Context: an optimization exercise on an open-source flow, tuned for small area. The choices shown serve that exercise and are no tape-out recipe.
Function was checked by simulation only, so behaviour that the tests miss may differ from the original.
Power is estimated from default activity; no workload was simulated.

the reference run:
Design touch_sample_filter, start of the top module:
module touch_sample_filter
(
	input  logic                  clk,
	input  logic                  arst_n,
	input  logic                  cfg_we,
	input  logic [tsf_pkg::CFG_IDX_W-1:0]  cfg_index,
	input  logic [tsf_pkg::CFG_DATA_W-1:0] cfg_wdata,
	input  logic                  in_valid,
	output logic                  in_ready,
	input  logic [tsf_pkg::TIME_W-1:0]     now_ms,
	input  logic [tsf_pkg::ADC_W-1:0]      press_a,
	input  logic [tsf_pkg::ADC_W-1:0]      press_b,
	input  logic [tsf_pkg::ADC_W-1:0]      x_first,
	input  logic [tsf_pkg::ADC_W-1:0]      x_second,
	input  logic [tsf_pkg::ADC_W-1:0]      x_third,
	input  logic [tsf_pkg::ADC_W-1:0]      y_first,
	input  logic [tsf_pkg::ADC_W-1:0]      y_second,
	input  logic [tsf_pkg::ADC_W-1:0]      y_third,
	output logic                  out_valid,
	input  logic                  out_ready,
	output logic                  sampled,
	output logic                  touched,
	output logic [tsf_pkg::ADC_W-1:0]      pos_x,
	output logic [tsf_pkg::ADC_W-1:0]      pos_y,
	output logic [tsf_pkg::PRESS_W-1:0]    pressure
);
==> flow/config.mk <==
export PLATFORM = sky130hd
export DESIGN_NAME = touch_sample_filter
export DESIGN_NICKNAME = touch_sample_filter
export VERILOG_FILES = /design/flow/design.v
export SDC_FILE = /design/flow/constraint.sdc
export NUM_CORES = 4
export LEC_CHECK = 0
export CAP_MARGIN = 20
export CORE_MARGIN = 2
export CORE_UTILIZATION = 40
export SLEW_MARGIN = 20
==> flow/constraint.sdc <==
create_clock -name core_clock -period 12.0 [get_ports {clk}]
set_input_delay 2.4000 -clock core_clock [delete_from_list [all_inputs] [get_ports {clk}]]
set_output_delay 2.4000 -clock core_clock [all_outputs]
set_load 0.01 [all_outputs]
standard.sh (not shown) runs the stock make flow with config.mk's settings and CLKGATE_MAP_FILE= SYNTH_SCRIPT=/design/flow/synth_recipe.tcl, a recipe that flattens the netlist after the stock synthesis.
==> flow/flow/run.sh <==
#!/bin/bash
# Standard layout (standard.sh), with these changes:
#  - synthesis (flow/synth_recipe_area.tcl) maps the combinational logic for
#    area: adders extracted only in the adder module, and the best of a set
#    of area-oriented ABC scripts; registers are inferred exactly as in the
#    standard synthesis;
#  - the port buffers use the smallest buffer cell;
#  - clock tree: small clock buffers, small sink clusters, no dummy loads.
# Each tool's log is in orfs/logs/; make's output is in standard.log.
set -euo pipefail
W=$PWD
export BUFFER_PORTS_ARGS="-buffer_cell sky130_fd_sc_hd__buf_1"
export CTS_ARGS="-sink_clustering_enable -repair_clock_nets -dont_use_dummy_load -buf_list {sky130_fd_sc_hd__clkbuf_4 sky130_fd_sc_hd__clkbuf_8} -sink_clustering_size 10"
sed "s#SYNTH_SCRIPT=[^ ]*synth_recipe.tcl#SYNTH_SCRIPT=$W/flow/synth_recipe_area.tcl#" standard.sh > my_standard.sh
grep -q "synth_recipe_area.tcl" my_standard.sh
bash my_standard.sh > standard.log 2>&1
Other scripts of this flow, unchanged in this note and not shown: flow/flow/synth_recipe_area.tcl
Here is what was changed in the inputs of the trial run compared with the reference run.
--- a/flow/design.v
+++ b/flow/design.v
@@ -152,37 +152,39 @@
 		if (cfg_we) begin
 			unique case (cfg_index)
 				tsf_pkg::REG_ORIENTATION:  orient_r   <= cfg_wdata[1:0];
 				tsf_pkg::REG_PRESS_THRESH: thresh_r   <= cfg_wdata[tsf_pkg::PRESS_W-1:0];
 				tsf_pkg::REG_MIN_INTERVAL: min_ival_r <= cfg_wdata[tsf_pkg::IVAL_W-1:0];
 				default: ;
 			endcase
 		end
 	end
 	assign in_ready = !out_valid_q || out_ready;
 	assign in_fire  = in_valid && in_ready;
+	logic [tsf_pkg::TIME_W-1:0]    last_good;
+	assign last_good = fresh_q ? tsf_pkg::RST_LAST_GOOD : last_good_q;
 	localparam int unsigned LO = tsf_pkg::IVAL_W;
 	localparam int unsigned HI = tsf_pkg::TIME_W;
 	logic [LO:0]     el_b;
 	logic [LO-1:0]   el_lo;
 	logic [HI-1:LO]  el_zbit;
 	logic            el_hi_zero;
 	logic            el_lo_ge;
 	assign el_b[0] = 1'b0;
 	for (genvar i = 0; i < LO; i++) begin : g_el_lo
-		assign el_lo[i]  = now_ms[i] ^ last_good_q[i] ^ el_b[i];
-		assign el_b[i+1] = (~now_ms[i] & last_good_q[i]) | (~(now_ms[i] ^ last_good_q[i]) & el_b[i]);
-	end
-	assign el_zbit[LO] = ~(now_ms[LO] ^ last_good_q[LO] ^ el_b[LO]);
+		assign el_lo[i]  = now_ms[i] ^ last_good[i] ^ el_b[i];
+		assign el_b[i+1] = (~now_ms[i] & last_good[i]) | (~(now_ms[i] ^ last_good[i]) & el_b[i]);
+	end
+	assign el_zbit[LO] = ~(now_ms[LO] ^ last_good[LO] ^ el_b[LO]);
 	for (genvar i = LO + 1; i < HI; i++) begin : g_el_hi
-		assign el_zbit[i] = (now_ms[i] ^ last_good_q[i]) ^ (now_ms[i-1] | ~last_good_q[i-1]);
+		assign el_zbit[i] = (now_ms[i] ^ last_good[i]) ^ (now_ms[i-1] | ~last_good[i-1]);
 	end
 	assign el_hi_zero = &el_zbit;
 	tsf_cmp #(LO) u_ival (.x(el_lo), .y(min_ival_q), .cin(1'b1), .ge(el_lo_ge));
 	assign pass = !el_hi_zero || el_lo_ge;
 	logic [tsf_pkg::PRESS_W-1:0]   cmp_press;
 	logic                          press_ge;
 	tsf_add u_z (.x(press_a), .y(~press_b), .s(z_val));
 	logic [tsf_pkg::PRESS_W-1:0]   held_press_now;
 	assign held_press_now = fresh_q ? '0 : held_press_q;
 	assign cmp_press = pass ? z_val : held_press_now;
 	tsf_cmp #(tsf_pkg::PRESS_W) u_thresh (.x(cmp_press), .y(thresh_q), .cin(1'b1), .ge(press_ge));
@@ -225,28 +227,24 @@
 	assign rot_y = {tsf_pkg::ADC_W{inv_y && ld_xy}} ^
 		(({tsf_pkg::ADC_W{!swap && ld_xy}} & mean_y) |
 		 ({tsf_pkg::ADC_W{ swap && ld_xy}} & mean_x) |
 		 ({tsf_pkg::ADC_W{!ld_xy && !fresh_q}} & held_y_q));
 	always_ff @(posedge clk) begin
 		if (in_fire && pass) begin
 			held_press_q <= light ? '0 : z_val;
 		end else begin
 			held_press_q <= held_press_now;
 		end
 	end
-	always_ff @(posedge clk or negedge arst_n) begin
-		if (!arst_n) begin
-			last_good_q <= tsf_pkg::RST_LAST_GOOD;
-		end else if (ld_xy) begin
-			last_good_q <= now_ms;
-		end
+	always_ff @(posedge clk) begin
+		last_good_q <= ld_xy ? now_ms : last_good;
 	end
 	always_ff @(posedge clk) begin
 		held_x_q <= rot_x;
 		held_y_q <= rot_y;
 	end
 	always_ff @(posedge clk or negedge arst_n) begin
 		if (!arst_n) begin
 			out_valid_q <= 1'b0;
 		end else if (in_fire) begin
 			out_valid_q <= 1'b1;
 		end else if (out_ready) begin
Results
- The reference run reports its critical path endpoint as held_y_q[9] while the trial run reports held_y_q[6].
- The lower minimum setup slack in the final design came out of the trial run.
- Diff the reference run -> the trial run: wire length picked up an extra about 4.7%, layout filler cell count lost 33.
- Summary of the trial run over the reference run: initial detailed-routing violation count higher; synthesized cell count higher.
- Re part of the power in combinational logic: the trial run is 0.7 points down on the reference run.
- Multiplexer share of the synthesized area (the trial run over the reference run): decrease, 1.2 points

[what the ideal ports hide]
The flow's constraints put no driver on any port. The routed layouts listed below were extracted and timed again, unchanged, in two steps.
Step 1 sets driving cells, clkbuf_16 on the clock port and buf_2 on the other inputs (assumed; they add their load-dependent delay and slew).
Step 2 adds t to the input delays and takes it off the output delays; t is the mean of the earliest and latest rising clock arrival at the registers after step 1. Input paths then give back, and output paths get back, about the clock's delay inside the block.
a / b / c = no drivers / after step 1 / after step 2; a / b = the first two.
run | t (ns) | setup WS [ns] | hold slack, ns | slew at the worst register clock pin (ns) | cell pins on the clock port's net
the reference run | 0.397 | 1.916 / 1.933 / 1.536 | 0.481 / 0.481 / 0.481 | 0.12 / 0.12 | 1
the trial run | 0.396 | 1.789 / 1.806 / 1.410 | 0.468 / 0.468 / 0.468 | 0.12 / 0.12 | 1
After both steps setup and hold are still met in every run listed. The setup slack of the reference run, which loses most, moves by +0.017 ns with the drivers and by -0.380 ns with both steps.
